This is an optimization exercise on Yosys and OpenROAD, whose aim is a short achievable clock period and few clock cycles per item, not a production implementation.
Only simulation tests tie the RTL to the original design; equivalence was not proved.
Power figures rest on the tool's default switching activity, not on a simulated workload.

==> design/flow/design.v <==
package bmem_pkg;
    localparam int BEAT_W      = 64;
    localparam int BEATS       = 4;
    localparam int LINE_W      = BEAT_W * BEATS;
    localparam int OFFSET_BITS = 5;
endpackage
module rr_arbiter2 (
    input  logic req_i,
    input  logic req_d,
    input  logic last_d,
    output logic gnt_d,
    output logic any_req
);
    assign gnt_d   = req_d & (~req_i | ~last_d);
    assign any_req = req_i | req_d;
endmodule
module bmem_line_adapter #(
    parameter int ADDR_W = 32,
    parameter int BEAT_W = 64,
    parameter int BEATS  = 4
) (
    input  logic                      clk,
    input  logic                      rst,
    input  logic [ADDR_W-1:0]         i_addr,
    input  logic                      i_read,
    output logic [BEAT_W*BEATS-1:0]   i_rdata,
    output logic                      i_resp,
    input  logic [ADDR_W-1:0]         d_addr,
    input  logic                      d_read,
    input  logic                      d_write,
    input  logic [BEAT_W*BEATS-1:0]   d_wdata,
    output logic [BEAT_W*BEATS-1:0]   d_rdata,
    output logic                      d_resp,
    output logic [ADDR_W-1:0]         bmem_addr,
    output logic                      bmem_read,
    output logic                      bmem_write,
    output logic [BEAT_W-1:0]         bmem_wdata,
    input  logic                      bmem_ready,
    input  logic [ADDR_W-1:0]         bmem_raddr,
    input  logic [BEAT_W-1:0]         bmem_rdata,
    input  logic                      bmem_rvalid
);
    localparam int LINE_W = BEAT_W * BEATS;
    localparam int CNT_W  = $clog2(BEATS);
    localparam int OFS    = bmem_pkg::OFFSET_BITS;
    localparam int LA_W   = ADDR_W - OFS;
    localparam logic [CNT_W-1:0] LAST_BEAT = CNT_W'(BEATS - 1);
    logic               i_rq, d_rq, d_wr_q;
    logic               rreq_q, rwait_q, wr_q;
    logic               idle;
    logic [CNT_W-1:0]   rcnt_q, wcnt_q;
    logic               cur_d_q, last_d_q, i_taken_q, d_taken_q;
    logic [LA_W-1:0]    la_q;         
    logic [LA_W-1:0]    rd_la_q;      
    logic [BEAT_W-1:0]  wdata_q;
    logic               i_resp_q, d_resp_q;
    logic [BEAT_W-1:0]  rdata_q, top_i_q, top_d_q;
    logic               hit_q;
    logic [CNT_W-1:0]   hidx_q;
    logic [LINE_W-BEAT_W-1:0] asm_i_q, asm_d_q;
    logic               pend_i, pend_d, nxt_d, nxt_valid, nxt_wr;
    logic [LA_W-1:0]    nxt_la;
    logic               hit, rd_done, wr_last, wr_done, start;
    assign pend_i = i_rq & ~i_taken_q;
    assign pend_d = d_rq & ~d_taken_q;
    rr_arbiter2 u_arb (
        .req_i   (pend_i),
        .req_d   (pend_d),
        .last_d  (last_d_q),
        .gnt_d   (nxt_d),
        .any_req (nxt_valid)
    );
    assign nxt_wr = nxt_d & d_wr_q;
    assign nxt_la = nxt_d ? d_addr[ADDR_W-1:OFS] : i_addr[ADDR_W-1:OFS];
    assign idle   = ~(rreq_q | rwait_q | wr_q);
    assign hit     = rwait_q & bmem_rvalid & (bmem_raddr == {rd_la_q, {OFS{1'b0}}});
    assign rd_done = hit & (rcnt_q == LAST_BEAT);
    assign wr_last = wr_q & (wcnt_q == LAST_BEAT);
    assign wr_done = wr_last & bmem_ready;
    assign start   = nxt_valid & (idle | rd_done | wr_done);
    always_ff @(posedge clk or posedge rst) begin
        if (rst) begin
            i_rq      <= 1'b0;
            d_rq      <= 1'b0;
            d_wr_q    <= 1'b0;
            rreq_q    <= 1'b0;
            rwait_q   <= 1'b0;
            wr_q      <= 1'b0;
            rcnt_q    <= '0;
            wcnt_q    <= '0;
            cur_d_q   <= 1'b0;
            last_d_q  <= 1'b0;
            i_taken_q <= 1'b0;
            d_taken_q <= 1'b0;
            i_resp_q  <= 1'b0;
            d_resp_q  <= 1'b0;
            hit_q     <= 1'b0;
            hidx_q    <= '0;
        end else begin
            i_rq      <= i_read & ~i_resp_q;
            d_rq      <= (d_read | d_write) & ~d_resp_q;
            d_wr_q    <= d_write;
            rreq_q  <= (rreq_q & ~bmem_ready) | (start & ~nxt_wr);
            wr_q    <= (wr_q & ~wr_done) | (start & nxt_wr);
            rwait_q <= (rreq_q & bmem_ready) | (rwait_q & ~rd_done);
            rcnt_q  <= rwait_q ? rcnt_q + CNT_W'(hit) : '0;
            wcnt_q  <= wr_q ? wcnt_q + CNT_W'(bmem_ready) : '0;
            if (start) begin
                cur_d_q  <= nxt_d;
                last_d_q <= nxt_d;
            end
            i_taken_q <= (start & ~nxt_d) | (i_taken_q & ~i_resp_q);
            d_taken_q <= (start & nxt_d) | (d_taken_q & ~d_resp_q);
            i_resp_q <= rd_done & ~cur_d_q;
            d_resp_q <= (rd_done & cur_d_q) | wr_done;
            hit_q  <= hit;
            hidx_q <= rcnt_q;
        end
    end
    always_ff @(posedge clk) begin
        if (bmem_ready) begin
            if (!(wr_q && !wr_last))
                la_q <= nxt_la;
        end else begin
            if (!(wr_q || rreq_q))
                la_q <= nxt_la;
        end
        if (rreq_q)
            rd_la_q <= la_q;
        if (wr_q) begin
            if (bmem_ready)
                wdata_q <= d_wdata[CNT_W'(wcnt_q + 1'b1)*BEAT_W +: BEAT_W];
        end else begin
            wdata_q <= d_wdata[BEAT_W-1:0];
        end
        rdata_q <= bmem_rdata;
        if (rwait_q && !cur_d_q)
            top_i_q <= bmem_rdata;
        if (rwait_q && cur_d_q)
            top_d_q <= bmem_rdata;
        if (hit_q && hidx_q != LAST_BEAT) begin
            if (!cur_d_q)
                asm_i_q[hidx_q*BEAT_W +: BEAT_W] <= rdata_q;
            else
                asm_d_q[hidx_q*BEAT_W +: BEAT_W] <= rdata_q;
        end
    end
    assign bmem_addr  = {la_q, {OFS{1'b0}}};
    assign bmem_read  = rreq_q;
    assign bmem_write = wr_q;
    assign bmem_wdata = wdata_q;
    assign i_resp     = i_resp_q;
    assign d_resp     = d_resp_q;
    assign i_rdata    = {top_i_q, asm_i_q};
    assign d_rdata    = {top_d_q, asm_d_q};
endmodule
==> design/flow/flow/run.sh <==
#!/bin/bash
# Standard ORFS layout, with the I/O pins allowed one routing track apart so
# that a smaller die still has room for every port.
set -euo pipefail
bash standard.sh finish "PLACE_PINS_ARGS=-min_distance 1 -min_distance_in_tracks" > standard.log 2>&1
==> design/flow/standard.sh <==
#!/bin/bash
# synth_recipe.tcl (not shown) runs the flow's synth.tcl, then flattens the netlist and writes it again
# the make line also repeats each setting of config.mk as NAME=value (left out here)
make -C /OpenROAD-flow-scripts/flow DESIGN_CONFIG=/design/flow/config.mk WORK_HOME=/design/flow/orfs CLKGATE_MAP_FILE= SYNTH_SCRIPT=/design/flow/synth_recipe.tcl "${@:-finish}"
==> design/flow/config.mk <==
export PLATFORM = sky130hd
export DESIGN_NAME = bmem_line_adapter
export DESIGN_NICKNAME = bmem_line_adapter
export VERILOG_FILES = /design/flow/design.v
export SDC_FILE = /design/flow/constraint.sdc
export NUM_CORES = 4
export LEC_CHECK = 0
export CAP_MARGIN = 20
export CORE_AREA = 5 5 255 255
export DIE_AREA = 0 0 260 260
export SETUP_SLACK_MARGIN = 3.5
export SLEW_MARGIN = 20
==> design/flow/constraint.sdc <==
create_clock -name core_clock -period 5.0 [get_ports {clk}]
set_input_delay 1.0000 -clock core_clock [delete_from_list [all_inputs] [get_ports {clk}]]
set_output_delay 1.0000 -clock core_clock [all_outputs]
set_load 0.01 [all_outputs]
==> reports/qor.txt, run 1 <==
outcome: complete, no violations
die area: 67600 sq um
CTS tree: built
die width: 260 um
Avg Cell Area, Syn: 12.6 sq um
length of routed wiring on met1: 55600 um
Static Leak: 22.9 nW
first-pass GRT wire length: 205000 um
Clock Latency Late Sink: 0.67 ns
IO Port Bufs: 1019
CTS Sinks: 712
worst slew pin tran: 0.601 ns
Routed WL per cell: 38.3 um
Rel. slew slack: 0.599
die height: 260 um
max-cap check violation count: 0
vias per cell: 6.30
final setup vio count: 0
Fin. Hold Viols: 0
WL met3: 32100 um
Mapped Cells: 2227
Top Ports: 1035
unrepaired setup endpoints after global routing: true
First-pass DRT Iterations: 6
Initial Util: 0.454
Slew Viols, Final: 0
maximum VDD drop: 0.000331 V
Final TNS setup: 0 ns
Worst R2R Start: hidx_q[0]
Core ar.: 61800 sq um
Power Density: 251 nW/um^2
initial DRC count: 5036
pin count of the biggest net entering global routing: 78
Final Skew: 0.0387 ns
synth warn: 1
CTS root buffer: clkbuf_16
number of global-route vias before repair: 27300
most frequent cells in the layout: edfxtp_1, buf_4, inv_1
GRT Residual Overflow: 0
Crit Path Max Fanout: 6
CTS Hold Bufs: 0
CP Class: flop to flop
hold_sp: la_q[4]
clock slew at reported path FFs: 0.08 ns
commonest non-fill, non-tap cell in the layout: edfxtp_1
Area Growth Syn to Fin: 91.9%
# DRC: 0
crit path launch: hidx_q[0]
dpl ws: 1.95 ns
Post-Synthesis Cell Area: 28100 sq um
Final ANT Viol Nets: 0
CP Launch Type: flop
f_max: 404 MHz
Setup WS post-layout: 2.53 ns
clk buf depth: 3
Critical Path AT: 2.91 ns
vias: 31000
drt total wl: 189000 um
worst hold path type: flop to flop
H-tree Lvls: 3
dpl hpwl: 79400 um
met2 wire len: 78100 um
FP Rows: 91
post-synthesis register bit count: 712
fin crit share: 0.494
highest routed layer: met5
CTS Buf Count: 76
sequential element share of the synthesized area: 0.735
post-synthesis cell type count: 41
Final min period: 2.47 ns
combined global-route utilization of all metal layers: 0.429
layout cells sized above 1: 0.528
Data required, critical path: 5.44 ns
initial antenna violation count: 54
nets: 4398
gpl congestion: 0.994
Setup crit end kind: flop
-- Yosys cell counts --
| cell type | number | share of area |
|---|---|---|
| edfxtp_1 | 630 | 0.67 |
| o21ai_0 | 447 | 0.080 |
| inv_1 | 392 | 0.052 |
| nand2_1 | 342 | 0.046 |
| a22o_1 | 64 | 0.020 |
| dfxtp_1 | 64 | 0.046 |
| mux2i_1 | 64 | 0.023 |
| clkbuf_1 | 62 | 0.0083 |
| buf_2 | 38 | 0.0068 |
| xnor2_1 | 19 | 0.0059 |
| dfrtp_1 | 18 | 0.016 |
| xor2_1 | 10 | 0.0031 |
| nand4_1 | 9 | 0.0020 |
| ha_1 | 7 | 0.0031 |
| and2_1 | 6 | 0.0013 |
| buf_1 | 6 | 0.00080 |
| nor2_1 | 6 | 0.00080 |
| buf_4 | 5 | 0.0013 |
| nor2b_1 | 4 | 0.00089 |
| nor3b_1 | 4 | 0.0011 |
| nand3_1 | 3 | 0.00053 |
| a21oi_1 | 2 | 0.00036 |
| nand2b_1 | 2 | 0.00045 |
| nor3_1 | 2 | 0.00036 |
| nor4_2 | 2 | 0.00089 |
| o21a_1 | 2 | 0.00053 |
| o31ai_1 | 2 | 0.00053 |
| o32ai_1 | 2 | 0.00062 |
| a32o_1 | 1 | 0.00036 |
| a41oi_4 | 1 | 0.00098 |
| and2_2 | 1 | 0.00027 |
| and3_1 | 1 | 0.00022 |
| and3b_1 | 1 | 0.00031 |
| and4_2 | 1 | 0.00036 |
| and4bb_1 | 1 | 0.00045 |
| conb_1 | 1 | 0.00013 |
| nor4_1 | 1 | 0.00022 |
| nor4_4 | 1 | 0.00076 |
| o21ai_1 | 1 | 0.00018 |
| o221ai_1 | 1 | 0.00031 |
| o22ai_1 | 1 | 0.00022 |
-- worst max-delay path, stage by stage (launching register included) --
cell     delay, ns
dfrtp_2       0.43
buf_6         0.14
inv_6         0.08
ha_4          0.22
buf_6         0.13
buf_6         0.12
nor3b_4       0.26
buf_12        0.16
buf_8         0.13
buf_12        0.13
buf_16        0.19
nand2_4       0.08
o21ai_2       0.18
-- stage by stage --
step / std cells / util / power, W / area (sq um) / hold WS (ns)
floorplan: 2231 / - / 0.00689 / 28400 / 0.476
global placement: 3995 / 0.636 / 0.00745 / 39300 / 0.430
CTS: 4630 / 0.794 / 0.0130 / 49100 / 0.441
detailed placement: 3995 / 0.636 / 0.00746 / 39300 / 0.433
finish: 4920 / 0.872 / 0.0135 / 53900 / 0.443
global route: 4905 / 0.872 / 0.0137 / 53900 / 0.464
-- registers in the layout (all words and copies together) (netlist names), 2 cells and up --
signal / flops
rd_la_q: 27
rdata_q: 64
la_q: 27
top_d_q: 64
top_i_q: 64
wdata_q: 64
asm_i_q: 192
wcnt_q: 2
hidx_q: 2
asm_d_q: 192
rcnt_q: 2
-- cells by family (layout without fill, tap and decap cells) --
family                     after synthesis  in the layout  synth area share
DFF                                    712            712             0.735
AOI/OAI and AO/OA                      524            527             0.104
buffers and inverters                  503           2278            0.0696
and+or+nand+nor                        387            409            0.0566
muxes                                   64             64            0.0228
xor gates and xnor gates                29             29           0.00904
adders and majority gates                7              7           0.00312
other                                    1             57          0.000133
-- cell type report --
type / count / area (sq um)
multi-input cells: 1041 / 9430
flip-flops and latches: 712 / 20700
fillers: 2482 / 7900
diodes: 52 / 130
repair buffers: 1745 / 18700
well taps: 837 / 1050
inverters: 392 / 1490
clock inverters: 38 / 335
clock buffers: 103 / 2140
-- metal layers --
layer  track usage  vias up
li1              -    11400
met1         0.498    14600
met2         0.640     3640
met3         0.191     1337
met4         0.292       22
met5       0.00292        -
-- power breakdown --
| part | switching, W | total, W | internal, W |
|---|---|---|---|
| registers | 0.000120 | 0.00667 | 0.00654 |
| logic | 0.000376 | 0.000877 | 0.000501 |
| clock network | 0.00274 | 0.00598 | 0.00324 |
| total | 0.00323 | 0.0135 | 0.0103 |
-- path summary, 6_finish.rpt --
path                                    end  slack [ns]  cells after the start
max in group asynchronous            rreq_q        3.97                      2
worst min-delay path             rd_la_q[4]        0.44                      0
worst max register to register  asm_i_q[40]        2.53                     12
worst min register to register   rd_la_q[4]        0.44                      0
worst max-delay path            asm_i_q[40]        2.53                     12
min in group asynchronous         rcnt_q[0]        0.73                      2
-- repair_timing --
| item | in CTS | in global routing |
|---|---|---|
| pin swaps | 203 | 48 |
| resized for setup | 4021 | 702 |
| gates cloned | 124 | 18 |
| endpoints found under the setup margin | 1698 | 1591 |
| setup buffers | 370 | 220 |
Testbench counts, summed over its fixed seeds: cycles 31,485, items 4,800.
==> inputs of run 2 (changes only) <==
--- a/design/flow/design.v
+++ b/design/flow/design.v
@@ -117,32 +117,27 @@
             hidx_q <= rcnt_q;
         end
     end
+    logic [LA_W-1:0]    cur_la;
+    logic               la_hold;
+    logic [CNT_W-1:0]   wbeat;
+    assign cur_la  = cur_d_q ? d_addr[ADDR_W-1:OFS] : i_addr[ADDR_W-1:OFS];
+    assign la_hold = (rreq_q & ~bmem_ready) | (wr_q & ~wr_done);
+    assign wbeat   = wr_q ? wcnt_q + CNT_W'(bmem_ready) : '0;
     always_ff @(posedge clk) begin
-        if (bmem_ready) begin
-            if (!(wr_q && !wr_last))
-                la_q <= nxt_la;
-        end else begin
-            if (!(wr_q || rreq_q))
-                la_q <= nxt_la;
-        end
-        if (rreq_q)
-            rd_la_q <= la_q;
-        if (wr_q) begin
-            if (bmem_ready)
-                wdata_q <= d_wdata[CNT_W'(wcnt_q + 1'b1)*BEAT_W +: BEAT_W];
-        end else begin
-            wdata_q <= d_wdata[BEAT_W-1:0];
-        end
+        la_q    <= la_hold ? cur_la : nxt_la;
+        rd_la_q <= cur_la;
+        wdata_q <= d_wdata[wbeat*BEAT_W +: BEAT_W];
         rdata_q <= bmem_rdata;
-        if (rwait_q && !cur_d_q)
-            top_i_q <= bmem_rdata;
-        if (rwait_q && cur_d_q)
-            top_d_q <= bmem_rdata;
-        if (hit_q && hidx_q != LAST_BEAT) begin
-            if (!cur_d_q)
-                asm_i_q[hidx_q*BEAT_W +: BEAT_W] <= rdata_q;
-            else
-                asm_d_q[hidx_q*BEAT_W +: BEAT_W] <= rdata_q;
+        top_i_q <= rwait_q ? bmem_rdata : rdata_q;
+        top_d_q <= rwait_q ? bmem_rdata : top_i_q;
+        for (int k = 0; k < BEATS-1; k++) begin
+            if (hit_q && hidx_q == CNT_W'(k)) begin
+                asm_i_q[k*BEAT_W +: BEAT_W] <= rdata_q;
+                asm_d_q[k*BEAT_W +: BEAT_W] <= rdata_q;
+            end else begin
+                asm_i_q[k*BEAT_W +: BEAT_W] <= asm_d_q[k*BEAT_W +: BEAT_W];
+                asm_d_q[k*BEAT_W +: BEAT_W] <= asm_i_q[k*BEAT_W +: BEAT_W];
+            end
         end
     end
     assign bmem_addr  = {la_q, {OFS{1'b0}}};
==> design/flow/run.sh (new file) <==
#!/bin/bash
# synth_recipe.tcl (not shown) runs the flow's synth.tcl, then flattens the netlist and writes it again
# the make line also repeats each setting of config.mk as NAME=value (left out here)
make -C /OpenROAD-flow-scripts/flow DESIGN_CONFIG=/design/flow/config.mk WORK_HOME=/design/flow/orfs CLKGATE_MAP_FILE= SYNTH_SCRIPT=/design/flow/synth_recipe.tcl finish
--- a/design/flow/config.mk
+++ b/design/flow/config.mk
@@ -5,8 +5,9 @@
 export SDC_FILE = /design/flow/constraint.sdc
 export NUM_CORES = 4
 export LEC_CHECK = 0
+export ABC_CLOCK_PERIOD_IN_PS = 1500
 export CAP_MARGIN = 20
-export CORE_AREA = 5 5 255 255
-export DIE_AREA = 0 0 260 260
+export CORE_AREA = 5 5 355 355
+export DIE_AREA = 0 0 360 360
 export SETUP_SLACK_MARGIN = 3.5
 export SLEW_MARGIN = 20
removed: design/flow/flow/run.sh
removed: design/flow/standard.sh
==> run 2 against run 1 <==
Critical path depth fell by 5. Via count fell by 22%. Sequential power rose by 9.1%. Largest power group is now combinational cells. Highest routed layer unchanged.
==> reports/qor.txt, run 2 <==
Core ar.: 122000 sq um (+97%)
IO Port Bufs: 1019 (unchanged)
most frequent cell after synthesis: nand2_1
Overall Power: 0.0210 W (+55%)
Top Ports: 1035 (unchanged)
post-synthesis cell type count: 40 (-2.4%)
unrepaired setup endpoints after global routing: true
H-tree Lvls: 3 (unchanged)
die height: 360 um (+38%)
Final ANT Viol Nets: 0 (unchanged)
first-pass GRT wire length: 193000 um (-5.6%)
Compound-Gate Fraction of Synth Area: 0.0497 (-0.0540)
die width: 360 um (+38%)
vias: 24200 (-22%)
Routed WL per cell: 26.1 um (-32%)
post-synth top area cell: dfxtp_1
initial antenna violation count: 20 (-63%)
combined global-route utilization of all metal layers: 0.212 (-0.217)
drt total wl: 150000 um (-20%)
Static Leak: 23.0 nW (+0.41%)
Critical Path AT: 2.90 ns (about the same)
CP max stage delay: 0.55 ns (+0.12 ns)
CP Cell Sequence: buf_8 > xnor2_4 > nand4_1 > or4_4 > or4_4 > buf_4 > a22o_2
Worst R2R Start: rd_la_q[23]
Post-synth EDFFs: 0 (-100%)
sequential element share of the synthesized area: 0.627 (-0.108)
asr flop ratio synth: 0.0253 (unchanged)
CTS Hold Bufs: 0 (unchanged)
Data required, critical path: 5.54 ns (+0.10 ns)
number of global-route vias before repair: 23900 (-12%)
Crit Path Max Fanout: 4 (-2)
nets: 4466 (+1.5%)
most frequent cells in the layout: nand2_1, buf_6, dfxtp_2
CP Launch Type: input port
CTS tree: built
Hold Path End: hidx_q[0]
hold path depth: 0 (unchanged)
xor/xnor share of the synthesized area: 0.0114 (+0.00240)
CTS root buffer: clkbuf_16
clk buf depth: 3 (unchanged)
R2R Setup Slk: 2.71 ns (+0.18 ns)
commonest non-fill, non-tap cell in the layout: nand2_1
vias per cell: 4.21 (-33%)
First-pass DRT Iterations: 5 (-1)
CTS Buf Count: 81 (+6.6%)
maximum VDD drop: 0.000297 V (-10%)
# DRC: 0 (unchanged)
outcome: complete, no violations
Clock Latency Late Sink: 0.68 ns (about the same)
layout cells sized above 1: 0.597 (+0.0685)
clock slew at reported path FFs: 0.06 ns (-0.02 ns)
Initial Util: 0.188 (-0.267)
largest cells by area after synthesis: dfxtp_1, nand2_1, o21ai_0, mux2_2, inv_1
post-synthesis register bit count: 712 (unchanged)
synth warn: 1 (unchanged)
post-synthesis mux area share: 0.0266 (+0.00380)
Post-Synthesis Cell Area: 22900 sq um (-19%)
Rel. slew slack: 0.509 (-0.0906)
Final TNS setup: 0 ns (unchanged)
slowest cell on the critical path: or4_4
gpl congestion: 0.875 (-12%)
area share of the largest cell type after synthesis: 0.608 (-0.0656)
Mapped Cells: 2658 (+19%)
most frequent CP cell: or4_4
max-cap check violation count: 0 (unchanged)
hold_ws: 0.412 ns (-0.0314 ns)
dpl hpwl: 90800 um (+14%)
die area: 130000 sq um (+92%)
RR Endpoint: rwait_q
Area Growth Syn to Fin: 110%
Power Density: 436 nW/um^2 (+74%)
Slew Viols, Final: 0 (unchanged)
fin crit share: 0.474 (-0.0208)
simple-gate share of the synthesized area: 0.238 (+0.181)
Setup crit end kind: flop
Avg Cell Area, Syn: 8.60 sq um (-32%)
largest family of logic cells by synthesized area: simple AND/OR/NAND/NOR gates
Largest regs: asm_d_q x192, asm_i_q x192
GRT Residual Overflow: 0 (unchanged)
Fin. Hold Viols: 0 (unchanged)
FP Rows: 128 (+41%)
worst slew pin tran: 0.736 ns (+0.135 ns)
CTS Sinks: 712 (unchanged)
adder-cell share of the synthesized area: 0.00109 (-0.00202)
CP Class: input port to flop
initial DRC count: 1498 (-70%)
final setup vio count: 0 (unchanged)
top cells by count, synth: nand2_1, dfxtp_1, inv_1
f_max: 422 MHz (+4.4%)
hold_sp: rcnt_q[0]
pin count of the biggest net entering global routing: 95 (+22%)
Top FF cell, synth: dfxtp_1
R2R depth: 6 (-6)
worst hold path type: flop to flop
Final Skew: 0.0465 ns (+0.00777 ns)
Final min period: 2.37 ns (-0.104 ns)
run 2: cell count changes after synthesis, moves of 58 or more:
| cell | before | now |
|---|---|---|
| a22o_1 | 64 | 0 |
| a31oi_1 | 0 | 64 |
| and3_1 | 1 | 64 |
| clkbuf_1 | 62 | 120 |
| dfxtp_1 | 64 | 694 |
| edfxtp_1 | 630 | 0 |
| inv_1 | 392 | 135 |
| mux2i_1 | 64 | 0 |
| nand2_1 | 342 | 1287 |
| o21ai_0 | 447 | 129 |
run 2: cell type report:
class / instances / area [sq um]
diodes: 13 / 32.5
clock buffers: 119 / 2330
clock inverters: 31 / 399
fillers: 11700 / 73600
inverters: 135 / 539
multi-input cells: 1686 / 10700
flip-flops and latches: 712 / 15200
well taps: 1625 / 2030
repair buffers: 1417 / 16700
repair inverters: 8 / 123
run 2: where the power goes:
group,internal (W),total [W],switching (W)
Clock,0.00362,0.00618,0.00256
Sequential,0.00667,0.00728,0.000611
Combinational,0.00384,0.00751,0.00367
Total,0.0141,0.0210,0.00684
run 2: layer usage:
metal	vias to the layer above	GRT usage	share of wire
met3	233	0.0638	0.073
met2	1030	0.385	0.52
li1	11100	-	-
met1	11800	0.232	0.37
met5	-	0	0.00022
met4	4	0.0816	0.037
run 2: how the worst max path moves through the flow:
stage	end	depth (start not counted)	slack [ns]	from
global route	rreq_q	7	2.68	bmem_raddr[28]
detailed placement	last_d_q	7	1.55	bmem_raddr[28]
floorplan	last_d_q	6	2.42	bmem_raddr[28]
global placement	last_d_q	7	1.53	bmem_raddr[28]
finish	rwait_q	7	2.63	bmem_raddr[28]
CTS	last_d_q	7	2.61	bmem_raddr[28]
run 2: critical path, delay by kind of cell:
family / cells / cell delay (ns)
compound gates: 1 / 0.21
xor+xnor: 1 / 0.17
buf+inv: 2 / 0.27
simple gates: 3 / 1.24
run 2: timing repair:
action / in CTS / in global routing
cloned: 92 / 11
pin swaps: 458 / 230
gates resized for setup: 4576 / 578
endpoints found under the setup margin: 1221 / 1099
buffers inserted: 137 / 151
run 2: logic make-up after synthesis:
logic type | Yosys count
DFF | 712
adders and majority gates | 2
AOI/OAI and AO/OA | 206
muxes | 54
buffers and inverters | 272
and+or+nand+nor | 1382
other | 1
xor gates and xnor gates | 29
run 2: per-stage QoR:
stage | setup slack [ns] | area, sq um | std cells | util
floorplan | 2.42 | 23300 | 2662 | -
global placement | 1.53 | 35000 | 5192 | 0.287
detailed placement | 1.55 | 35000 | 5192 | 0.287
CTS | 2.61 | 44600 | 5571 | 0.366
global route | 2.68 | 48100 | 5741 | 0.395
finish | 2.63 | 48100 | 5746 | 0.395
Testbench counts of run 2, summed over its fixed seeds: cycles 31,485, items 4,800.
==> inputs of run 3 (changes only) <==
--- a/design/flow/design.v
+++ b/design/flow/design.v
@@ -60,7 +60,7 @@
     logic [LINE_W-BEAT_W-1:0] asm_i_q, asm_d_q;
     logic               pend_i, pend_d, nxt_d, nxt_valid, nxt_wr;
     logic [LA_W-1:0]    nxt_la;
-    logic               hit, rd_done, wr_last, wr_done, start;
+    logic               wr_last, wr_done;
     assign pend_i = i_rq & ~i_taken_q;
     assign pend_d = d_rq & ~d_taken_q;
     rr_arbiter2 u_arb (
@@ -73,11 +73,52 @@
     assign nxt_wr = nxt_d & d_wr_q;
     assign nxt_la = nxt_d ? d_addr[ADDR_W-1:OFS] : i_addr[ADDR_W-1:OFS];
     assign idle   = ~(rreq_q | rwait_q | wr_q);
-    assign hit     = rwait_q & bmem_rvalid & (bmem_raddr == {rd_la_q, {OFS{1'b0}}});
-    assign rd_done = hit & (rcnt_q == LAST_BEAT);
+    localparam int NS_W = 14;
+    function automatic logic [NS_W-1:0] ctl_next(
+        input logic             rdy,
+        input logic             ev,
+        input logic             rreq, rwait, wr,
+        input logic [CNT_W-1:0] rcnt, wcnt,
+        input logic             cur_d, last_d, i_taken, d_taken, i_resp, d_resp,
+        input logic             nvalid, nd, nwr
+    );
+        logic             hit, rd_done, wr_done, start;
+        logic             n_rreq, n_wr, n_rwait, n_cur_d, n_last_d, n_i_taken, n_d_taken;
+        logic             n_i_resp, n_d_resp;
+        logic [CNT_W-1:0] n_rcnt, n_wcnt;
+        hit       = rwait & ev;
+        rd_done   = hit & (rcnt == LAST_BEAT);
+        wr_done   = wr & (wcnt == LAST_BEAT) & rdy;
+        start     = nvalid & (~(rreq | rwait | wr) | rd_done | wr_done);
+        n_rreq    = (rreq & ~rdy) | (start & ~nwr);
+        n_wr      = (wr & ~wr_done) | (start & nwr);
+        n_rwait   = (rreq & rdy) | (rwait & ~rd_done);
+        n_rcnt    = rwait ? rcnt + CNT_W'(hit) : '0;
+        n_wcnt    = wr ? wcnt + CNT_W'(rdy) : '0;
+        n_cur_d   = start ? nd : cur_d;
+        n_last_d  = start ? nd : last_d;
+        n_i_taken = (start & ~nd) | (i_taken & ~i_resp);
+        n_d_taken = (start & nd) | (d_taken & ~d_resp);
+        n_i_resp  = rd_done & ~cur_d;
+        n_d_resp  = (rd_done & cur_d) | wr_done;
+        ctl_next = {n_rreq, n_wr, n_rwait, n_rcnt, n_wcnt, n_cur_d, n_last_d,
+                    n_i_taken, n_d_taken, n_i_resp, n_d_resp, hit};
+    endfunction
+    logic             ev;
+    logic [NS_W-1:0]  ns_00, ns_01, ns_10, ns_11, ns;
+    logic             hit_d;
+    assign ev = bmem_rvalid & (bmem_raddr == {rd_la_q, {OFS{1'b0}}});
+    assign ns_00 = ctl_next(1'b0, 1'b0, rreq_q, rwait_q, wr_q, rcnt_q, wcnt_q, cur_d_q, last_d_q,
+                            i_taken_q, d_taken_q, i_resp_q, d_resp_q, nxt_valid, nxt_d, nxt_wr);
+    assign ns_01 = ctl_next(1'b0, 1'b1, rreq_q, rwait_q, wr_q, rcnt_q, wcnt_q, cur_d_q, last_d_q,
+                            i_taken_q, d_taken_q, i_resp_q, d_resp_q, nxt_valid, nxt_d, nxt_wr);
+    assign ns_10 = ctl_next(1'b1, 1'b0, rreq_q, rwait_q, wr_q, rcnt_q, wcnt_q, cur_d_q, last_d_q,
+                            i_taken_q, d_taken_q, i_resp_q, d_resp_q, nxt_valid, nxt_d, nxt_wr);
+    assign ns_11 = ctl_next(1'b1, 1'b1, rreq_q, rwait_q, wr_q, rcnt_q, wcnt_q, cur_d_q, last_d_q,
+                            i_taken_q, d_taken_q, i_resp_q, d_resp_q, nxt_valid, nxt_d, nxt_wr);
+    assign ns = ev ? (bmem_ready ? ns_11 : ns_01) : (bmem_ready ? ns_10 : ns_00);
     assign wr_last = wr_q & (wcnt_q == LAST_BEAT);
     assign wr_done = wr_last & bmem_ready;
-    assign start   = nxt_valid & (idle | rd_done | wr_done);
     always_ff @(posedge clk or posedge rst) begin
         if (rst) begin
             i_rq      <= 1'b0;
@@ -100,21 +141,9 @@
             i_rq      <= i_read & ~i_resp_q;
             d_rq      <= (d_read | d_write) & ~d_resp_q;
             d_wr_q    <= d_write;
-            rreq_q  <= (rreq_q & ~bmem_ready) | (start & ~nxt_wr);
-            wr_q    <= (wr_q & ~wr_done) | (start & nxt_wr);
-            rwait_q <= (rreq_q & bmem_ready) | (rwait_q & ~rd_done);
-            rcnt_q  <= rwait_q ? rcnt_q + CNT_W'(hit) : '0;
-            wcnt_q  <= wr_q ? wcnt_q + CNT_W'(bmem_ready) : '0;
-            if (start) begin
-                cur_d_q  <= nxt_d;
-                last_d_q <= nxt_d;
-            end
-            i_taken_q <= (start & ~nxt_d) | (i_taken_q & ~i_resp_q);
-            d_taken_q <= (start & nxt_d) | (d_taken_q & ~d_resp_q);
-            i_resp_q <= rd_done & ~cur_d_q;
-            d_resp_q <= (rd_done & cur_d_q) | wr_done;
-            hit_q  <= hit;
-            hidx_q <= rcnt_q;
+            {rreq_q, wr_q, rwait_q, rcnt_q, wcnt_q, cur_d_q, last_d_q,
+             i_taken_q, d_taken_q, i_resp_q, d_resp_q, hit_q} <= ns;
+            hidx_q    <= rcnt_q;
         end
     end
     logic [LA_W-1:0]    cur_la;
==> run 3 against run 2 <==
Utilization decreased by 0.50 points. Largest power group is now sequential cells. Via count decreased by 4.7%. Critical endpoint is now i_resp. Critical path type is now flop to output pin. Worst hold slack improved by 0.021 ns. Sequential share of layout area increased by 0.32 points.
==> reports/qor.txt, run 3 <==
Final TNS setup: 0 ns (unchanged)
CTS root buffer: clkbuf_16
CP Class: flop to output pin
post-synthesis cell type count: 35 (-13%)
Mapped Cells: 2318 (-13%)
post-synthesis register bit count: 712 (unchanged)
max-cap check violation count: 0 (unchanged)
# fillers: 11600 (-0.75%)
Core ar.: 122000 sq um (unchanged)
Slew Viols, Final: 0 (unchanged)
top cells by count, synth: nand2_1, dfxtp_1, inv_1
die width: 360 um (unchanged)
Crit Path Max Fanout: 2 (-2)
synth warn: 1 (unchanged)
crit path launch: i_resp_q
Initial Util: 0.185 (-0.00311)
Final Skew: 0.0296 ns (-0.0168 ns)
Setup crit end kind: output pin
maximum VDD drop: 0.000301 V (+1.5%)
P_sw: 0.00597 W (-13%)
Static Leak: 22.4 nW (-2.8%)
CTS tree: built
First-pass DRT Iterations: 7 (+2)
f_max: 442 MHz (+4.8%)
area share of the largest cell type after synthesis: 0.618 (+0.0102)
Largest regs: asm_d_q x192, asm_i_q x192
# DRC: 0 (unchanged)
sequential power share: 0.373 (+0.026)
CP Launch Type: flop
GRT Residual Overflow: 0 (unchanged)
Final ANT Viol Nets: 0 (unchanged)
Clock Latency Late Sink: 0.67 ns (about the same)
Avg Cell Area, Syn: 9.70 sq um (+13%)
R2R Setup Slk: 2.83 ns (+0.12 ns)
Top FF cell, synth: dfxtp_1
most frequent cells in the layout: buf_6, dfxtp_2, nand2_1
worst slew pin tran: 0.563 ns (-0.173 ns)
initial DRC count: 1675 (+12%)
Overall Power: 0.0196 W (-6.7%)
switching share of power: 0.305 (-0.0213)
Post-synth EDFFs: 0 (unchanged)
largest cells by area after synthesis: dfxtp_1, nand2_1, mux4_2, o21ai_0, mux2_2
post-synth top area cell: dfxtp_1
clk buf depth: 3 (unchanged)
FP Rows: 128 (unchanged)
Data required, critical path: 4.00 ns (-1.54 ns)
combinational share of power: 0.296 (-0.062)
IO Port Bufs: 1019 (unchanged)
layout cells sized above 1: 0.658 (+0.0608)
fin crit share: 0.452 (-0.0215)
outcome: complete, no violations
CP Cell Sequence: buf_6
Buf/Inv on CP: 1 (-1)
Top Ports: 1035 (unchanged)
initial antenna violation count: 71 (+250%)
Worst R2R Start: rd_la_q[23]
Area Growth Syn to Fin: 111%
first-pass GRT wire length: 215000 um (+11%)
number of global-route vias before repair: 21200 (-11%)
Rel. slew slack: 0.624 (+0.115)
vias: 23000 (-4.7%)
drt total wl: 175000 um (+16%)
Post-Synthesis Cell Area: 22500 sq um (-1.7%)
hold_sp: asm_i_q[80]
final core occ: 0.390 (-0.00502)
Setup WS post-layout: 2.74 ns (+0.107 ns)
Critical Path AT: 1.26 ns (-1.64 ns)
Power Density: 412 nW/um^2 (-5.5%)
die height: 360 um (unchanged)
pin count of the biggest net entering global routing: 100 (+5.3%)
asr flop ratio synth: 0.0253 (unchanged)
crit-path leading delay family: flip-flops
combined global-route utilization of all metal layers: 0.248 (+0.0363)
dpl ws: 1.45 ns (-0.0967 ns)
CP max stage delay: 0.46 ns (-0.09 ns)
commonest non-fill, non-tap cell in the layout: buf_6
CTS Buf Count: 81 (unchanged)
dpl hpwl: 121000 um (+33%)
Routed WL per cell: 32.3 um (+24%)
CTS Hold Bufs: 0 (unchanged)
clock slew at reported path FFs: 0.06 ns (about the same)
unrepaired setup endpoints after global routing: true
Final min period: 2.26 ns (-0.107 ns)
gpl congestion: 0.979 (+12%)
clock power share: 0.331 (+0.036)
die area: 130000 sq um (unchanged)
most frequent cell after synthesis: nand2_1
CTS Sinks: 712 (unchanged)
final setup vio count: 0 (unchanged)
Int Pwr: 0.0136 W (-3.7%)
worst hold path type: flop to flop
nets: 4127 (-7.6%)
vias per cell: 4.26 (+1.3%)
H-tree Lvls: 3 (unchanged)
Fin. Hold Viols: 0 (unchanged)
sequential element share of the synthesized area: 0.638 (+0.0106)
slowest cell on the critical path: dfrtp_2
[run 3: final cells by class]
class | instances | area, sq um | area share
Clock inverter | 42 | 617 | 0.0130
Antenna cell | 17 | 42.5 | 0.000896
Tap cell | 1625 | 2030 | 0.0428
Inverter | 137 | 531 | 0.0112
Sequential cell | 712 | 15100 | 0.319
Multi-Input combinational cell | 1376 | 10600 | 0.223
Clock buffer | 104 | 2220 | 0.0468
Timing Repair Buffer | 1394 | 16300 | 0.343
[run 3: cell families (layout without fill, tap and decap cells)]
group / count (synthesis) / after routing / synth area share
and+or+nand+nor: 1065 / 1077 / 0.182
DFF: 712 / 712 / 0.638
buffers and inverters: 246 / 1677 / 0.0424
AOI/OAI and AO/OA: 140 / 140 / 0.0317
muxes: 121 / 121 / 0.0927
xor gates and xnor gates: 31 / 31 / 0.0121
adders and majority gates: 2 / 2 / 0.00111
other: 1 / 22 / 0.000167
[run 3: per-stage QoR]
stage | hold WS, ns | cell area, sq um | instances
2_1_floorplan | 0.393 | 22800 | 2322
4_1_cts | 0.408 | 43400 | 5202
6_report | 0.433 | 47500 | 5407
5_1_grt | 0.448 | 47500 | 5392
3_3_place_gp | 0.422 | 34600 | 4873
3_5_place_dp | 0.428 | 34600 | 4873
[run 3: final timing paths]
kind,to,cells past startpoint
min,asm_d_q[80],2
max reg2reg,wr_q,7
min in group asynchronous,hidx_q[1],2
min reg2reg,asm_d_q[80],2
max,i_resp,1
max in group asynchronous,rwait_q,2
[run 3: per-layer routing]
layer / routed length [um] / GRT usage
met1: 71900 / 0.321
met2: 81800 / 0.410
met3: 16700 / 0.0796
met4: 4070 / 0.0487
met5: 79 / 0
[run 3: power by group through the flow]
stage               sequential [W]  clock (W)  combinational [W]
detailed placement         0.00709          0            0.00469
floorplan                  0.00729          0            0.00177
global route               0.00737    0.00680            0.00603
CTS                        0.00724    0.00657            0.00548
global placement           0.00711          0            0.00471
finish                     0.00730    0.00647            0.00579
[run 3: worst reg2reg max path: stages (launching register included)]
cell and delay (ns):
dfxtp_1 0.41, xnor2_4 0.16, nand4_1 0.16, or4_4 0.59
or3_4 0.37, buf_6 0.13, and2_4 0.13, o21ai_2 0.13
[run 3: what timing repair did]
action,in CTS,in global routing
pin swaps,429,310
setup buffers,109,176
gates resized for setup,4617,670
setup endpoints to repair,1165,1102
cloned,74,12
Testbench counts of run 3, summed over its fixed seeds: cycles 31,485, items 4,800.
==> inputs of run 4 (changes only) <==
--- a/design/flow/design.v
+++ b/design/flow/design.v
@@ -107,7 +107,18 @@
     logic             ev;
     logic [NS_W-1:0]  ns_00, ns_01, ns_10, ns_11, ns;
     logic             hit_d;
-    assign ev = bmem_rvalid & (bmem_raddr == {rd_la_q, {OFS{1'b0}}});
+    localparam int EQ_N = ADDR_W / 8;
+    logic [ADDR_W-1:0] rd_addr;
+    logic [EQ_N-1:0]   eq_part;
+    assign rd_addr = {rd_la_q, {OFS{1'b0}}};
+    for (genvar g = 0; g < EQ_N; g++) begin : g_eq
+        bmem_eq8 u_eq (
+            .a  (bmem_raddr[8*g +: 8]),
+            .b  (rd_addr[8*g +: 8]),
+            .eq (eq_part[g])
+        );
+    end
+    assign ev = bmem_rvalid & (&eq_part);
     assign ns_00 = ctl_next(1'b0, 1'b0, rreq_q, rwait_q, wr_q, rcnt_q, wcnt_q, cur_d_q, last_d_q,
                             i_taken_q, d_taken_q, i_resp_q, d_resp_q, nxt_valid, nxt_d, nxt_wr);
     assign ns_01 = ctl_next(1'b0, 1'b1, rreq_q, rwait_q, wr_q, rcnt_q, wcnt_q, cur_d_q, last_d_q,
@@ -178,3 +189,10 @@
     assign i_rdata    = {top_i_q, asm_i_q};
     assign d_rdata    = {top_d_q, asm_d_q};
 endmodule
+module bmem_eq8 (
+    input  logic [7:0] a,
+    input  logic [7:0] b,
+    output logic       eq
+);
+    assign eq = (a == b);
+endmodule
--- a/design/flow/config.mk
+++ b/design/flow/config.mk
@@ -5,9 +5,11 @@
 export SDC_FILE = /design/flow/constraint.sdc
 export NUM_CORES = 4
 export LEC_CHECK = 0
-export ABC_CLOCK_PERIOD_IN_PS = 1500
 export CAP_MARGIN = 20
 export CORE_AREA = 5 5 355 355
+export CTS_BUF_LIST = sky130_fd_sc_hd__clkbuf_8
 export DIE_AREA = 0 0 360 360
 export SETUP_SLACK_MARGIN = 3.5
 export SLEW_MARGIN = 20
+export SYNTH_HIERARCHICAL = 1
+export SYNTH_MINIMUM_KEEP_SIZE = 0
==> run 4 against run 3 <==
Still clean on timing, DRC and antenna. Sequential power shrank 18%. Worst hold slack gained 0.0021 ns. Global-route usage shrank 0.82 points. Sequential share of layout area grew 0.21 points. Critical path depth is the same. Via count grew 0.76%. Sequential cell count is the same. Wire length shrank 4.6%. Clock power shrank 4.5%. Setup slack lost 0.15 ns. Synthesized cell count grew 0.22%. Die area is the same. Critical path type unchanged. Largest cell class unchanged. Highest routed layer unchanged.
==> reports/qor.txt, run 4 <==
# DRC: 0 (unchanged)
vias per cell: 4.19 (-1.8%)
xor/xnor share of the synthesized area: 0.0140 (+0.00190)
sequential element share of the synthesized area: 0.636 (-0.00202)
largest family of logic cells by synthesized area: simple AND/OR/NAND/NOR gates
post-synthesis cell type count: 41 (+17%)
layout cells sized above 1: 0.648 (-0.00914)
synth warn: 7 (+6)
Rel. slew slack: 0.513 (-0.111)
area share of the largest cell type after synthesis: 0.616 (-0.00195)
Core ar.: 122000 sq um (unchanged)
most frequent cell after synthesis: nand2_1
dpl ws: 1.33 ns (-0.117 ns)
# fillers: 11700 (+0.71%)
post-synthesis mux area share: 0.0925 (-0.000127)
maximum VDD drop: 0.000255 V (-15%)
combined global-route utilization of all metal layers: 0.240 (-0.00816)
First-pass DRT Iterations: 5 (-2)
simple-gate share of the synthesized area: 0.182 (+0.000313)
clk buf depth: 3 (unchanged)
Avg Cell Area, Syn: 9.71 sq um (+0.10%)
Buf/Inv on CP: 1 (unchanged)
die area: 130000 sq um (unchanged)
Post-synth EDFFs: 0 (unchanged)
CTS Sinks: 712 (unchanged)
worst hold path type: flop to flop
Mapped Cells: 2323 (+0.22%)
top cells by count, synth: nand2_1, dfxtp_1, inv_1
CTS root buffer: clkbuf_8
initial DRC count: 1373 (-18%)
largest cells by area after synthesis: dfxtp_1, nand2_1, mux4_2, o21ai_0, mux2_2
length of routed wiring on met1: 63700 um (-11%)
worst slew pin tran: 0.729 ns (+0.166 ns)
hold_ws: 0.435 ns (+0.00206 ns)
post-synthesis register bit count: 712 (unchanged)
Compound-Gate Fraction of Synth Area: 0.0317 (about the same)
Final ANT Viol Nets: 0 (unchanged)
Setup WS post-layout: 2.59 ns (-0.148 ns)
CP Class: flop to output pin
f_max: 415 MHz (-6.1%)
dpl hpwl: 112000 um (-7.1%)
outcome: complete, no violations
Top Ports: 1035 (unchanged)
most frequent cells in the layout: buf_6, dfxtp_2, nand2_1
initial antenna violation count: 91 (+28%)
Initial Util: 0.185 (+0.000586)
Final TNS setup: 0 ns (unchanged)
FP Rows: 128 (unchanged)
crit-path leading delay family: flip-flops
final setup vio count: 0 (unchanged)
Fin. Hold Viols: 0 (unchanged)
CTS Hold Bufs: 0 (unchanged)
vias: 23200 (+0.76%)
met2 wire len: 80700 um (-1.3%)
first-pass GRT wire length: 209000 um (-2.8%)
Post-Synthesis Cell Area: 22600 sq um (+0.32%)
clock slew at reported path FFs: 0.06 ns (about the same)
Setup crit end kind: output pin
H-tree Lvls: 4 (+1)
unrepaired setup endpoints after global routing: true
Power Density: 275 nW/um^2 (-33%)
WL met3: 14600 um (-12%)
drt total wl: 167000 um (-4.6%)
die width: 360 um (unchanged)
highest routed layer: met5
nets: 4213 (+2.1%)
Clock Latency Late Sink: 0.87 ns (+0.20 ns)
Static Leak: 21.8 nW (-2.5%)
Data required, critical path: 4.00 ns (about the same)
Crit Path Max Fanout: 2 (unchanged)
asr flop ratio synth: 0.0253 (unchanged)
die height: 360 um (unchanged)
fin crit share: 0.482 (+0.0295)
CTS tree: built
adder-cell share of the synthesized area: 0.00111 (-0.00000352)
Routed WL per cell: 30.0 um (-7.0%)
pin count of the biggest net entering global routing: 76 (-24%)
slowest cell on the critical path: dfrtp_1
Critical Path AT: 1.41 ns (+0.15 ns)
CP max stage delay: 0.40 ns (-0.06 ns)
Largest regs: asm_d_q x192, asm_i_q x192
CP Launch Type: flop
Overall Power: 0.0130 W (-34%)
commonest non-fill, non-tap cell in the layout: buf_6
Final Skew: 0.0330 ns (+0.00337 ns)
CTS Buf Count: 131 (+62%)
IO Port Bufs: 1019 (unchanged)
CP Cell Sequence: buf_6
Slew Viols, Final: 0 (unchanged)
Final min period: 2.41 ns (+0.148 ns)
post-synth top area cell: dfxtp_1
max-cap check violation count: 0 (unchanged)
GRT Residual Overflow: 0 (unchanged)
gpl congestion: 0.899 (-8.2%)
Top FF cell, synth: dfxtp_1
number of global-route vias before repair: 22400 (+5.9%)
Area Growth Syn to Fin: 109%
==> run 4: where the power goes <==
group | switching [W] | internal [W] | total [W]
combinational | 0.000299 | 0.000550 | 0.000850
clock | 0.00276 | 0.00342 | 0.00618
sequential | 0.000134 | 0.00582 | 0.00595
total | 0.00319 | 0.00979 | 0.0130
==> run 4: Yosys stat by module, one instance, submodules excluded <==
module,copies in the design,flip-flops and latches
bmem_eq8,4,0
rr_arbiter2,1,0
bmem_line_adapter,1,712
==> run 4: path summary, 6_finish.rpt <==
path	start	endpoint	slack [ns]	depth (start not counted)
worst max register to register	hidx_q[1]	asm_d_q[31]	2.97	10
worst min-delay path	asm_d_q[53]	asm_i_q[53]	0.44	2
worst max-delay path	d_resp_q	d_resp	2.59	1
min in group asynchronous	rst	wcnt_q[0]	0.62	2
worst min register to register	asm_d_q[53]	asm_i_q[53]	0.44	2
max in group asynchronous	rst	rwait_q	3.82	2
==> run 4: layout make-up <==
type                    count  area, sq um  share of cell area
clock buffers             165         2270              0.0481
clock inverters            69          586              0.0124
flip-flops and latches    712        15100               0.321
well taps                1625         2030              0.0431
repair buffers           1412        16000               0.339
diodes                     32         80.1             0.00170
multi-input cells        1397        10600               0.224
inverters                 134          503              0.0107
==> run 4: layer usage <==
| metal | track usage | up-vias |
|---|---|---|
| met3 | 0.0951 | 290 |
| met2 | 0.402 | 1112 |
| li1 | - | 10400 |
| met5 | 0 | - |
| met4 | 0.104 | 16 |
| met1 | 0.272 | 11400 |
==> run 4: cell families (layout without fill, tap and decap cells) <==
group,after synthesis,count (layout)
AO/OA/AOI/OAI,139,139
XOR/XNOR,36,36
adder cells (fa/ha/maj),2,2
buffers and inverters,242,1780
flip-flops,712,712
multiplexers,121,121
other,1,42
AND/OR/NAND/NOR,1070,1089
==> run 4: worst reg2reg max path, delay by kind of cell (launching register included) <==
kind / cells / cell delay (ns)
simple gates: 3 / 0.57
buf+inv: 7 / 0.93
flops: 1 / 0.40
==> run 4: what timing repair did <==
item                                    in CTS  in global routing
cloned                                      72                  9
buffers inserted                           116                198
resized for setup                         4601                561
pin swaps                                  478                202
endpoints found under the setup margin    1169               1094
==> run 4: metrics by stage <==
stage	area [sq um]	utilization	std cells
after floorplan	22900	-	2332
after global placement	34800	0.286	4885
after detailed placement	34800	0.286	4885
after CTS	43300	0.356	5307
after global routing	47200	0.387	5539
final	47200	0.388	5546
Testbench counts of run 4, summed over its fixed seeds: cycles 31,485, items 4,800.
==> inputs of run 5 (changes only) <==
--- a/design/flow/config.mk
+++ b/design/flow/config.mk
@@ -7,8 +7,8 @@
 export LEC_CHECK = 0
 export CAP_MARGIN = 20
 export CORE_AREA = 5 5 355 355
-export CTS_BUF_LIST = sky130_fd_sc_hd__clkbuf_8
 export DIE_AREA = 0 0 360 360
+export PLACE_DENSITY = 0.85
 export SETUP_SLACK_MARGIN = 3.5
 export SLEW_MARGIN = 20
 export SYNTH_HIERARCHICAL = 1
==> run 5 against run 4 <==
Still clean. Worst hold slack improved by 0.00080 ns. Fmax grew 4.5%. Via count up 11%. Register-to-register slack got worse by 0.09 ns. Combinational power rose by 8.8%. Clock power rose by 5.3%. Clock skew increased by 0.0061 ns. Die area unchanged. Sequential cell count is the same. Power grew 3.1%.
==> reports/qor.txt, run 5 <==
dpl hpwl: 129000 um (+15%)
commonest non-fill, non-tap cell in the layout: buf_6
CTS tree: built
max-cap check violation count: 0 (unchanged)
final setup vio count: 0 (unchanged)
nets: 4196 (-0.40%)
sequential element share of the synthesized area: 0.636 (unchanged)
H-tree Lvls: 3 (-1)
top cells by count, synth: nand2_1, dfxtp_1, inv_1
Post-synth EDFFs: 0 (unchanged)
Worst R2R Start: hidx_q[0]
Crit Path Max Fanout: 2 (unchanged)
initial antenna violation count: 99 (+8.8%)
fin crit share: 0.461 (-0.0207)
CP Launch Type: flop
CTS Sinks: 712 (unchanged)
GRT Residual Overflow: 0 (unchanged)
f_max: 434 MHz (+4.5%)
crit-path leading delay family: flip-flops
gpl congestion: 1.03 (+15%)
synth warn: 7 (unchanged)
Top Ports: 1035 (unchanged)
maximum VDD drop: 0.000279 V (+9.1%)
Largest regs: asm_d_q x192, asm_i_q x192
clk buf depth: 3 (unchanged)
RR Endpoint: asm_d_q[24]
Mapped Cells: 2323 (unchanged)
CP Class: flop to output pin
worst hold path type: flop to flop
post-synth top area cell: dfxtp_1
Setup WS post-layout: 2.69 ns (+0.103 ns)
most frequent cell after synthesis: nand2_1
Final Skew: 0.0392 ns (+0.00613 ns)
clock slew at reported path FFs: 0.07 ns (about the same)
Top FF cell, synth: dfxtp_1
drt total wl: 210000 um (+26%)
hold_sp: asm_d_q[2]
Routed WL per cell: 38.2 um (+27%)
switching share of power: 0.253 (+0.00728)
# fillers: 11000 (-6.0%)
Core ar.: 122000 sq um (unchanged)
slowest cell on the critical path: dfxtp_2
most frequent cells in the layout: buf_6, dfxtp_2, nand2_1
Area Growth Syn to Fin: 115%
first-pass GRT wire length: 242000 um (+16%)
die width: 360 um (unchanged)
Hold Path End: asm_i_q[2]
clock power share: 0.487 (+0.011)
Int Pwr: 0.00999 W (+2.1%)
vias per cell: 4.70 (+12%)
Initial Util: 0.185 (unchanged)
CP max stage delay: 0.44 ns (+0.04 ns)
Fin. Hold Viols: 0 (unchanged)
CTS root buffer: clkbuf_16
Rel. slew slack: 0.540 (+0.0265)
Setup crit end kind: output pin
hold path depth: 2 (unchanged)
Critical Path AT: 1.31 ns (-0.10 ns)
Final min period: 2.31 ns (-0.103 ns)
vias: 25800 (+11%)
sequential power share: 0.444 (-0.015)
dpl ws: 1.49 ns (+0.156 ns)
R2R depth: 8 (-2)
Power Density: 276 nW/um^2 (+0.35%)
asr flop ratio synth: 0.0253 (unchanged)
Data required, critical path: 4.00 ns (about the same)
Slew Viols, Final: 0 (unchanged)
Final ANT Viol Nets: 0 (unchanged)
# DRC: 0 (unchanged)
Final TNS setup: 0 ns (unchanged)
number of global-route vias before repair: 23400 (+4.4%)
CTS Hold Bufs: 0 (unchanged)
IO Port Bufs: 1019 (unchanged)
worst slew pin tran: 0.689 ns (-0.0398 ns)
R2R Setup Slk: 2.88 ns (-0.09 ns)
combined global-route utilization of all metal layers: 0.282 (+0.0417)
Post-Synthesis Cell Area: 22600 sq um (unchanged)
CTS Buf Count: 82 (-37%)
pin count of the biggest net entering global routing: 97 (+28%)
area share of the largest cell type after synthesis: 0.616 (unchanged)
layout cells sized above 1: 0.679 (+0.0307)
largest cells by area after synthesis: dfxtp_1, nand2_1, mux4_2, o21ai_0, mux2_2
Static Leak: 22.3 nW (+2.1%)
outcome: complete, no violations
die height: 360 um (unchanged)
FP Rows: 128 (unchanged)
die area: 130000 sq um (unchanged)
P_sw: 0.00339 W (+6.1%)
combinational share of power: 0.069 (+0.004)
CP Cell Sequence: buf_6
unrepaired setup endpoints after global routing: true
Buf/Inv on CP: 1 (unchanged)
initial DRC count: 2716 (+98%)
Avg Cell Area, Syn: 9.71 sq um (unchanged)
Clock Latency Late Sink: 0.71 ns (-0.16 ns)
post-synthesis register bit count: 712 (unchanged)
post-synthesis cell type count: 41 (unchanged)
First-pass DRT Iterations: 8 (+3)
run 5: cell families (layout without fill, tap and decap cells):
logic type | after synthesis | after routing | synth area share
adders and majority gates | 2 | 2 | 0.00111
muxes | 121 | 121 | 0.0925
AOI/OAI and AO/OA | 139 | 139 | 0.0317
xor gates and xnor gates | 36 | 36 | 0.0140
other | 1 | 36 | 0.000166
buffers and inverters | 242 | 1737 | 0.0423
and+or+nand+nor | 1070 | 1080 | 0.182
DFF | 712 | 712 | 0.636
run 5: how the worst max path moves through the flow:
stage             endpoint         from  cells after the start
5_1_grt        d_rdata[74]  asm_d_q[74]                      1
2_1_floorplan     la_q[10]   bmem_ready                      5
6_report       i_rdata[20]  asm_i_q[20]                      1
4_1_cts             d_resp     d_resp_q                      1
3_3_place_gp   wdata_q[42]   bmem_ready                      7
3_5_place_dp   wdata_q[10]   bmem_ready                      7
run 5: modules after synthesis (local to each module, per instance):
module / flip-flops and latches / cells / area [sq um]
bmem_eq8: 0 / 11 / 86.3
rr_arbiter2: 0 / 2 / 13.8
bmem_line_adapter: 712 / 2277 / 22200
run 5: metal layers:
metal | wire [um] | global-route usage
met3 | 25700 | 0.115
met5 | 220 | 0.000363
met4 | 13400 | 0.130
met1 | 75700 | 0.327
met2 | 94900 | 0.456
run 5: what timing repair did:
action	4_1_cts	5_1_grt
setup endpoints to repair	1128	1124
buffers inserted	130	219
gates resized for setup	4785	724
gates cloned	71	11
pin swaps	533	253
run 5: layout make-up:
class / instances / area, sq um / area share
repair buffers: 1453 / 16600 / 0.343
flip-flops and latches: 712 / 15300 / 0.315
multi-input cells: 1388 / 11100 / 0.230
clock buffers: 106 / 2260 / 0.0467
well taps: 1625 / 2030 / 0.0420
clock inverters: 44 / 543 / 0.0112
inverters: 134 / 507 / 0.0105
diodes: 26 / 65.1 / 0.00134
run 5: stage by stage:
step / instances / utilization / hold slack [ns] / power [W] / cell area (sq um)
floorplan: 2332 / - / 0.394 / 0.00618 / 22900
global placement: 4881 / 0.286 / 0.420 / 0.00688 / 34800
detailed placement: 4881 / 0.286 / 0.430 / 0.00688 / 34800
CTS: 5232 / 0.360 / 0.433 / 0.0133 / 43800
global route: 5471 / 0.398 / 0.457 / 0.0137 / 48400
finish: 5488 / 0.398 / 0.436 / 0.0134 / 48500
run 5: worst reg2reg max path: cells and delay by family, from the launching register on:
| family | cells | cell delay, ns |
|---|---|---|
| simple gates | 3 | 0.95 |
| flops | 1 | 0.43 |
| buf+inv | 5 | 0.68 |
run 5: power groups by stage:
stage	Clock [W]	Sequential (W)	Combinational [W]
after CTS	0.00650	0.00593	0.000881
final	0.00651	0.00594	0.000925
after global placement	0	0.00603	0.000846
after floorplan	0	0.00604	0.000143
after detailed placement	0	0.00603	0.000849
after global routing	0.00681	0.00594	0.000956
==> inputs of run 6 (changes only) <==
--- a/design/flow/config.mk
+++ b/design/flow/config.mk
@@ -7,8 +7,9 @@
 export LEC_CHECK = 0
 export CAP_MARGIN = 20
 export CORE_AREA = 5 5 355 355
+export CTS_CLUSTER_DIAMETER = 40
+export CTS_CLUSTER_SIZE = 8
 export DIE_AREA = 0 0 360 360
-export PLACE_DENSITY = 0.85
 export SETUP_SLACK_MARGIN = 3.5
 export SLEW_MARGIN = 20
 export SYNTH_HIERARCHICAL = 1
==> run 6 against run 5 <==
Critical path type unchanged. Fmax is 0.65% higher. Synthesized cell count stayed put. Still clean on timing, DRC and antenna. Largest cell class unchanged. Global-route usage is 4.4 points lower. Critical endpoint is now bmem_write.
==> reports/qor.txt, run 6 <==
Final min period: 2.29 ns (-0.0149 ns)
Overall Power: 0.0157 W (+18%)
post-synthesis mux area share: 0.0925 (unchanged)
synth warn: 7 (unchanged)
fin crit share: 0.458 (-0.00297)
CTS root buffer: clkbuf_16
CP Cell Sequence: buf_6
CP Launch Type: flop
Buf/Inv on CP: 1 (unchanged)
Final Skew: 0.0242 ns (-0.0149 ns)
Setup crit end kind: output pin
outcome: complete, no violations
CTS tree: built
xor/xnor share of the synthesized area: 0.0140 (unchanged)
die width: 360 um (unchanged)
Initial Util: 0.185 (unchanged)
CTS Buf Count: 139 (+70%)
f_max: 437 MHz (+0.65%)
layout cells sized above 1: 0.663 (-0.0164)
Top FF cell, synth: dfxtp_1
Fin. Hold Viols: 0 (unchanged)
Compound-Gate Fraction of Synth Area: 0.0317 (unchanged)
First-pass DRT Iterations: 5 (-3)
Data required, critical path: 4.00 ns (about the same)
DP Area: 34800 sq um (about the same)
Inst Count DP: 4885 (+0.082%)
CTS Hold Bufs: 0 (unchanged)
drt total wl: 166000 um (-21%)
area share of the largest cell type after synthesis: 0.616 (unchanged)
Mapped Cells: 2323 (unchanged)
slowest cell on the critical path: dfrtp_2
Final TNS setup: 0 ns (unchanged)
combined global-route utilization of all metal layers: 0.238 (-0.0439)
Avg Cell Area, Syn: 9.71 sq um (unchanged)
crit-path leading delay family: flip-flops
CP max stage delay: 0.42 ns (-0.02 ns)
final setup vio count: 0 (unchanged)
largest family of logic cells by synthesized area: simple AND/OR/NAND/NOR gates
Critical Path AT: 1.29 ns (-0.02 ns)
sequential element share of the synthesized area: 0.636 (unchanged)
Largest regs: asm_d_q x192, asm_i_q x192
dpl hpwl: 112000 um (-13%)
nets: 4196 (unchanged)
Clock Latency Late Sink: 0.75 ns (+0.04 ns)
FP Rows: 128 (unchanged)
Power Density: 324 nW/um^2 (+17%)
post-synth top area cell: dfxtp_1
Post-synth EDFFs: 0 (unchanged)
Crit Path Max Fanout: 2 (unchanged)
dpl ws: 1.33 ns (-0.156 ns)
initial antenna violation count: 88 (-11%)
Top Ports: 1035 (unchanged)
asr flop ratio synth: 0.0253 (unchanged)
post-synthesis register bit count: 712 (unchanged)
clk buf depth: 3 (unchanged)
number of global-route vias before repair: 22400 (-4.5%)
commonest non-fill, non-tap cell in the layout: buf_6
first-pass GRT wire length: 207000 um (-14%)
Rel. slew slack: 0.512 (-0.0279)
pin count of the biggest net entering global routing: 76 (-22%)
# fillers: 11500 (+4.8%)
largest cells by area after synthesis: dfxtp_1, nand2_1, mux4_2, o21ai_0, mux2_2
worst slew pin tran: 0.724 ns (+0.0352 ns)
CTS Sinks: 712 (unchanged)
H-tree Lvls: 4 (+1)
Core ar.: 122000 sq um (unchanged)
Final ANT Viol Nets: 0 (unchanged)
Area Growth Syn to Fin: 115%
adder-cell share of the synthesized area: 0.00111 (unchanged)
most frequent cell after synthesis: nand2_1
maximum VDD drop: 0.000322 V (+16%)
Routed WL per cell: 30.1 um (-21%)
GRT Residual Overflow: 0 (unchanged)
simple-gate share of the synthesized area: 0.182 (unchanged)
clock slew at reported path FFs: 0.05 ns (-0.02 ns)
Setup WS post-layout: 2.71 ns (+0.0149 ns)
Slew Viols, Final: 0 (unchanged)
die area: 130000 sq um (unchanged)
die height: 360 um (unchanged)
# DRC: 0 (unchanged)
final std cells w/o fill: 5514 (+0.47%)
post-route cell area: 48600 sq um (+0.30%)
gpl congestion: 0.899 (-13%)
Post-Synthesis Cell Area: 22600 sq um (unchanged)
initial DRC count: 1460 (-46%)
vias per cell: 4.20 (-11%)
unrepaired setup endpoints after global routing: true
IO Port Bufs: 1019 (unchanged)
post-synthesis cell type count: 41 (unchanged)
CP Class: flop to output pin
vias: 23100 (-10%)
Static Leak: 22.4 nW (+0.61%)
worst hold path type: flop to flop
top cells by count, synth: nand2_1, dfxtp_1, inv_1
most frequent cells in the layout: buf_6, dfxtp_2, nand2_1
max-cap check violation count: 0 (unchanged)
-- run 6: layout make-up --
cell class	instances	area [sq um]	area share
repair buffers	1392	15800	0.325
clock inverters	56	702	0.0144
multi-input cells	1392	10600	0.219
diodes	37	92.6	0.00191
inverters	134	503	0.0104
flip-flops and latches	712	15100	0.311
clock buffers	166	3700	0.0762
well taps	1625	2030	0.0418
-- run 6: timing repair --
action | 4_1_cts | 5_1_grt
gates cloned | 64 | 12
gates resized for setup | 4585 | 669
setup endpoints to repair | 1168 | 1095
pin swaps | 424 | 291
setup buffers | 117 | 177
-- run 6: per-module statistics from Yosys (local to each module, per instance) --
module             cells  times used
bmem_line_adapter   2277           1
bmem_eq8              11           4
rr_arbiter2            2           1
-- run 6: path summary, 6_finish.rpt --
kind / endpoint / start / cells past startpoint / slack (ns)
max: bmem_write / wr_q / 1 / 2.71
min: asm_i_q[172] / asm_d_q[172] / 2 / 0.43
max reg2reg: la_q[19] / wr_q / 6 / 2.96
min reg2reg: asm_i_q[172] / asm_d_q[172] / 2 / 0.43
max in group asynchronous: rwait_q / rst / 2 / 3.73
min in group asynchronous: i_rq / rst / 2 / 0.73
-- run 6: cell families (layout without fill, tap and decap cells) --
group / after synthesis / after routing
AO/OA/AOI/OAI: 139 / 139
XOR/XNOR: 36 / 36
adder cells (fa/ha/maj): 2 / 2
buffers and inverters: 242 / 1748
flip-flops: 712 / 712
multiplexers: 121 / 121
other: 1 / 47
AND/OR/NAND/NOR: 1070 / 1084
-- run 6: per-stage QoR --
step	hold WS [ns]	utilization
CTS	0.438	0.366
global placement	0.420	0.286
detailed placement	0.426	0.286
finish	0.430	0.399
floorplan	0.394	-
global route	0.455	0.399
-- run 6: power breakdown --
part           switching [W]  total (W)  internal (W)
sequential          0.000139    0.00598       0.00584
clock                0.00320    0.00891       0.00572
combinational       0.000298   0.000851      0.000553
-- run 6: routing by layer --
metal  wire length (um)  part of all wire  up-vias  track usage
met3              15800             0.096      313       0.0960
met2              80300              0.48     1150        0.400
li1                   -                 -    10300            -
met5                104           0.00063        -            0
met4               7410             0.045       18       0.0934
met1              62200              0.38    11300        0.271

-- static timing again, ports no longer ideal --
The flow's constraints put no driver on any port. The routed layouts listed below were extracted and timed again, unchanged, in two steps.
Step 1: set_driving_cell puts a clkbuf_16 on clk and a buf_2 on each other input, an assumption about the parent block.
Step 2 times the ports against the registers' clock, not the clock port: input delays grow and output delays shrink by t, the midpoint of the rising clock arrivals with the driver on.
Three values: ideal ports, drivers, drivers and shift; two values: the first two.
| run | t, ns | setup slack, ns | clock arrival spread, ns | worst slew at a driven data input, ns |
|---|---|---|---|---|
| run 1 | 0.716 | 2.528 / 2.505 / 2.070 | 0.046 / 0.045 | 0.29 |
| run 2 | 0.732 | 2.632 / 2.653 / 1.921 | 0.047 / 0.047 | 0.24 |
| run 3 | 0.725 | 2.739 / 2.666 / 2.075 | 0.034 / 0.034 | 0.39 |
| run 4 | 0.909 | 2.591 / 2.529 / 2.246 | 0.038 / 0.039 | 0.28 |
| run 5 | 0.754 | 2.695 / 2.626 / 2.293 | 0.055 / 0.055 | 0.34 |
| run 6 | 0.802 | 2.710 / 2.641 / 2.353 | 0.030 / 0.030 | 0.29 |
After both steps setup and hold are still met in every run listed. The setup slack of run 2, which loses most, moves by +0.021 ns with the drivers and by -0.711 ns with both steps.
